This design comes from an exercise in tuning for small area, a short achievable clock period and few clock cycles per item on the open sky130 flow, not from production work.
Function was checked by simulation only, so behaviour that the tests miss may differ from the original.

v58:
==> flow/design.v (excerpt) <==
module tns_link_top (
    input  logic        clock,
    input  logic        rst_n,
    input  logic        in_valid,
    input  logic [23:0] in_data,
    input  logic        out_credit,
    output logic        in_credit,
    output logic        out_valid,
    output logic [27:0] out_code,
    output logic [23:0] out_data
);
    localparam int CAP = 3;   
    logic        a_v;
    logic [23:0] a_d;
    logic        v1;
    logic [23:0] d1;
    logic [19:0] r1;
    logic [27:22] c1;       
    logic [27:22] cn1;      
    logic [19:0] rn1;
    logic        v2;
    logic [23:0] d2;
    logic [11:0] r2;
    logic [27:13] c2;       
    logic [27:13] cn2;      
    logic [11:0] rn2;
    logic        v3;
    logic [23:0] d3;
    logic [27:0] c3;       
    logic [27:0] cn3;      
    logic        ov;
    logic [2:0]  ocred;    
    logic [2:0]  xcred;    
    logic [2:0]  rcred;    
    logic        ic;
  ...
For scale: about 190 flip-flops, about 82 I/O pins, ~13000 µm² of cells after synthesis.
==> flow/config.mk <==
export PLATFORM = sky130hd
export DESIGN_NAME = tns_link_top
export DESIGN_NICKNAME = tns_link_top
export VERILOG_FILES = /design/flow/design.v
export SDC_FILE = /design/flow/constraint.sdc
export NUM_CORES = 4
export LEC_CHECK = 0
export ABC_AREA = 1
export CAP_MARGIN = 20
export CORE_MARGIN = 2
export CORE_UTILIZATION = 60
export CTS_BUF_LIST = sky130_fd_sc_hd__clkbuf_8 sky130_fd_sc_hd__clkbuf_16
export CTS_CLUSTER_DIAMETER = 100
export CTS_CLUSTER_SIZE = 25
export SLEW_MARGIN = 20
==> flow/constraint.sdc <==
create_clock -name core_clock -period 45.0 [get_ports {clock}]
set_input_delay 9.0000 -clock core_clock [delete_from_list [all_inputs] [get_ports {clock}]]
set_output_delay 9.0000 -clock core_clock [all_outputs]
set_load 0.01 [all_outputs]
standard.sh (not shown) runs the stock make flow with config.mk's settings and CLKGATE_MAP_FILE= SYNTH_SCRIPT=/design/flow/synth_recipe.tcl, a recipe that flattens the netlist after the stock synthesis.
==> flow/flow/run.sh <==
#!/bin/bash
# The standard layout, with port buffers of a plain buffer cell.
set -euo pipefail
export BUFFER_PORTS_ARGS="-buffer_cell sky130_fd_sc_hd__buf_1"
bash standard.sh finish > standard_flow.log 2>&1
In summary, v58 completed successfully, with a layout that passed the timing, DRC and antenna checks.
Testbench counts of v58, summed over its fixed seeds: cycles 5,547, words 4,800.
Setup changes, v58 to v57
Settings: a change of CORE_UTILIZATION from 60 to 40.
==> comparison <==
- In v57 the final weighted congestion of routability-driven global placement turned out 2.1% lower than in v58.
- Looking at utilization across v58 and v57, the one that comes out lower is v57.
- On global-route usage: v57 sits below v58.
- Higher post-layout minimum cycle time was reported by v57, not v58.
- [compare] base=v58 new=v57: ratio of final minimum period to clock period saw little to no change.
Inputs modified between v57 and v11:
Settings: CTS_BUF_LIST changed from sky130_fd_sc_hd__clkbuf_8 sky130_fd_sc_hd__clkbuf_16 to sky130_fd_sc_hd__clkbuf_4 sky130_fd_sc_hd__clkbuf_8 sky130_fd_sc_hd__clkbuf_16; CTS_CLUSTER_SIZE changed from 25 to 20; CTS_CLUSTER_DIAMETER changed from 100 to 60.
==> comparison <==
- Any difference in net count after synthesis between v57 and v11 is small enough to ignore.
- As far as cell count goes, v11 and v57 are indistinguishable; the numbers are identical.
- Required time of the worst setup path: v57 vs v11 — no meaningful difference
- Met2 routing resource usage after global routing: v57 vs v11 identical
- [compare] base=v57 new=v11: count of sequential standard cells flat, area overhead of the layout relative to synthesis flat.
- Diff v11..v57 | final area | unchanged
- From v57 to v11, die outline area did not move at all.
#### Input delta (v59 over v11)
Settings: changing CTS_CLUSTER_DIAMETER from 60 to 100; changing CTS_BUF_LIST from sky130_fd_sc_hd__clkbuf_4 sky130_fd_sc_hd__clkbuf_8 sky130_fd_sc_hd__clkbuf_16 to sky130_fd_sc_hd__clkbuf_8 sky130_fd_sc_hd__clkbuf_16; changing CTS_CLUSTER_SIZE from 20 to 25.
diff --git a/flow/flow/run.sh b/flow/flow/run.sh
--- a/flow/flow/run.sh
+++ b/flow/flow/run.sh
@@ -3,0 +4 @@
+export SETUP_SLACK_MARGIN=35.0
==> results.txt <==
v59 finished every stage and its layout cleared the timing, DRC and antenna checks. Status: number of global-route vias before repair parity (v59, v11). Comparing v11 with v59, the via-per-instance ratio came out essentially unchanged. NOTE: post-route worst setup slack in v59 exceeds that of v11. Between v11 and v59, the global-route wire length before repair does not differ in any meaningful way.
For v26, these inputs were changed with respect to v59:
Settings: CTS_CLUSTER_SIZE: 25 -> 35; CTS_CLUSTER_DIAMETER: 100 -> 80.
diff --git a/flow/flow/run.sh b/flow/flow/run.sh
--- a/flow/flow/run.sh
+++ b/flow/flow/run.sh
@@ -4 +3,0 @@
-export SETUP_SLACK_MARGIN=35.0
==> results.txt <==
[compare] base=v59 new=v26: final layout net count now smaller, cell count now smaller, actual slew at the worst max-slew pin now smaller, detailed-routed wire length on met2 now smaller.
v26 | stages: all done | timing, DRC, antenna: all pass

========
== alpha ==
tns_link_top, a different RTL version from the one above (not shown whole).
For scale: about 1800 cells after synthesis, ~250 flip-flops.
clock: 45.0 ns
lec_check: 0
abc_area: 1
cap_margin: 20
core_margin: 2
core_utilization: 40
cts_buf_list: sky130_fd_sc_hd__clkbuf_4 sky130_fd_sc_hd__clkbuf_8
cts_cluster_size: 40
slew_margin: 20
run.sh (not shown) runs the stock make flow with config.mk's settings and CLKGATE_MAP_FILE= SYNTH_SCRIPT=/design/flow/synth_recipe.tcl, a recipe that flattens the netlist after the stock synthesis.
Stock flow here: none of the scripts above is used.
No stage failed in alpha, and the final checks on the layout all came back clean.
Testbench counts of alpha, summed over its fixed seeds: cycles 5,546, words 4,800.
Edits applied to the flow inputs when going from alpha to beta:
-- flow/config.mk --
<<< alpha, line 11
export CORE_UTILIZATION = 40
export CTS_BUF_LIST = sky130_fd_sc_hd__clkbuf_4 sky130_fd_sc_hd__clkbuf_8
export CTS_CLUSTER_SIZE = 40
export SLEW_MARGIN = 20
>>> beta, line 11
export CORE_UTILIZATION = 40
export SLEW_MARGIN = 20
## What came out
beta and alpha all finish clean.
Comparing the two runs side by side, beta comes out ahead of alpha on fmax.
alpha -> beta: final net count decreased slightly
Number of levels in the clock H-tree was higher in alpha than in beta.
Comparing beta against alpha, there is no change at all in hold buffer count at cts.

==> separate check: timing with driven ports <==
In the flow no input, the clock included, has a driving cell. The finished layouts below were timed again as built, in two steps.
Step 1, drivers: a clkbuf_16 drives clock and a buf_2 each remaining input, both assumed.
Step 2 adds t to the input delays and takes it off the output delays; t is the mean of the earliest and latest rising clock arrival at the registers after step 1. Input paths then give back, and output paths get back, about the clock's delay inside the block.
Three values: no drivers, after step 1, after step 2; two values: the first two.
run	shift t [ns]	slack for setup (ns)	hold slack, ns	worst register clock-pin slew, ns	worst slew at a driven data input, ns
v58	0.478	35.002 / 34.955 / 35.089	0.346 / 0.346 / 0.346	0.09 / 0.09	0.06
v57	0.499	34.974 / 34.928 / 35.150	0.345 / 0.345 / 0.345	0.08 / 0.08	0.05
v11	0.499	34.974 / 34.928 / 35.150	0.345 / 0.345 / 0.345	0.08 / 0.08	0.05
v59	0.502	34.997 / 34.950 / 35.192	0.345 / 0.345 / 0.345	0.09 / 0.09	0.05
v26	0.499	34.974 / 34.928 / 35.150	0.345 / 0.345 / 0.345	0.08 / 0.08	0.05
alpha	0.617	34.445 / 34.399 / 34.878	0.415 / 0.415 / 0.415	0.07 / 0.07	0.06
beta	0.599	34.483 / 34.431 / 34.898	0.412 / 0.412 / 0.412	0.07 / 0.07	0.05
After both steps setup and hold are still met in every run listed.
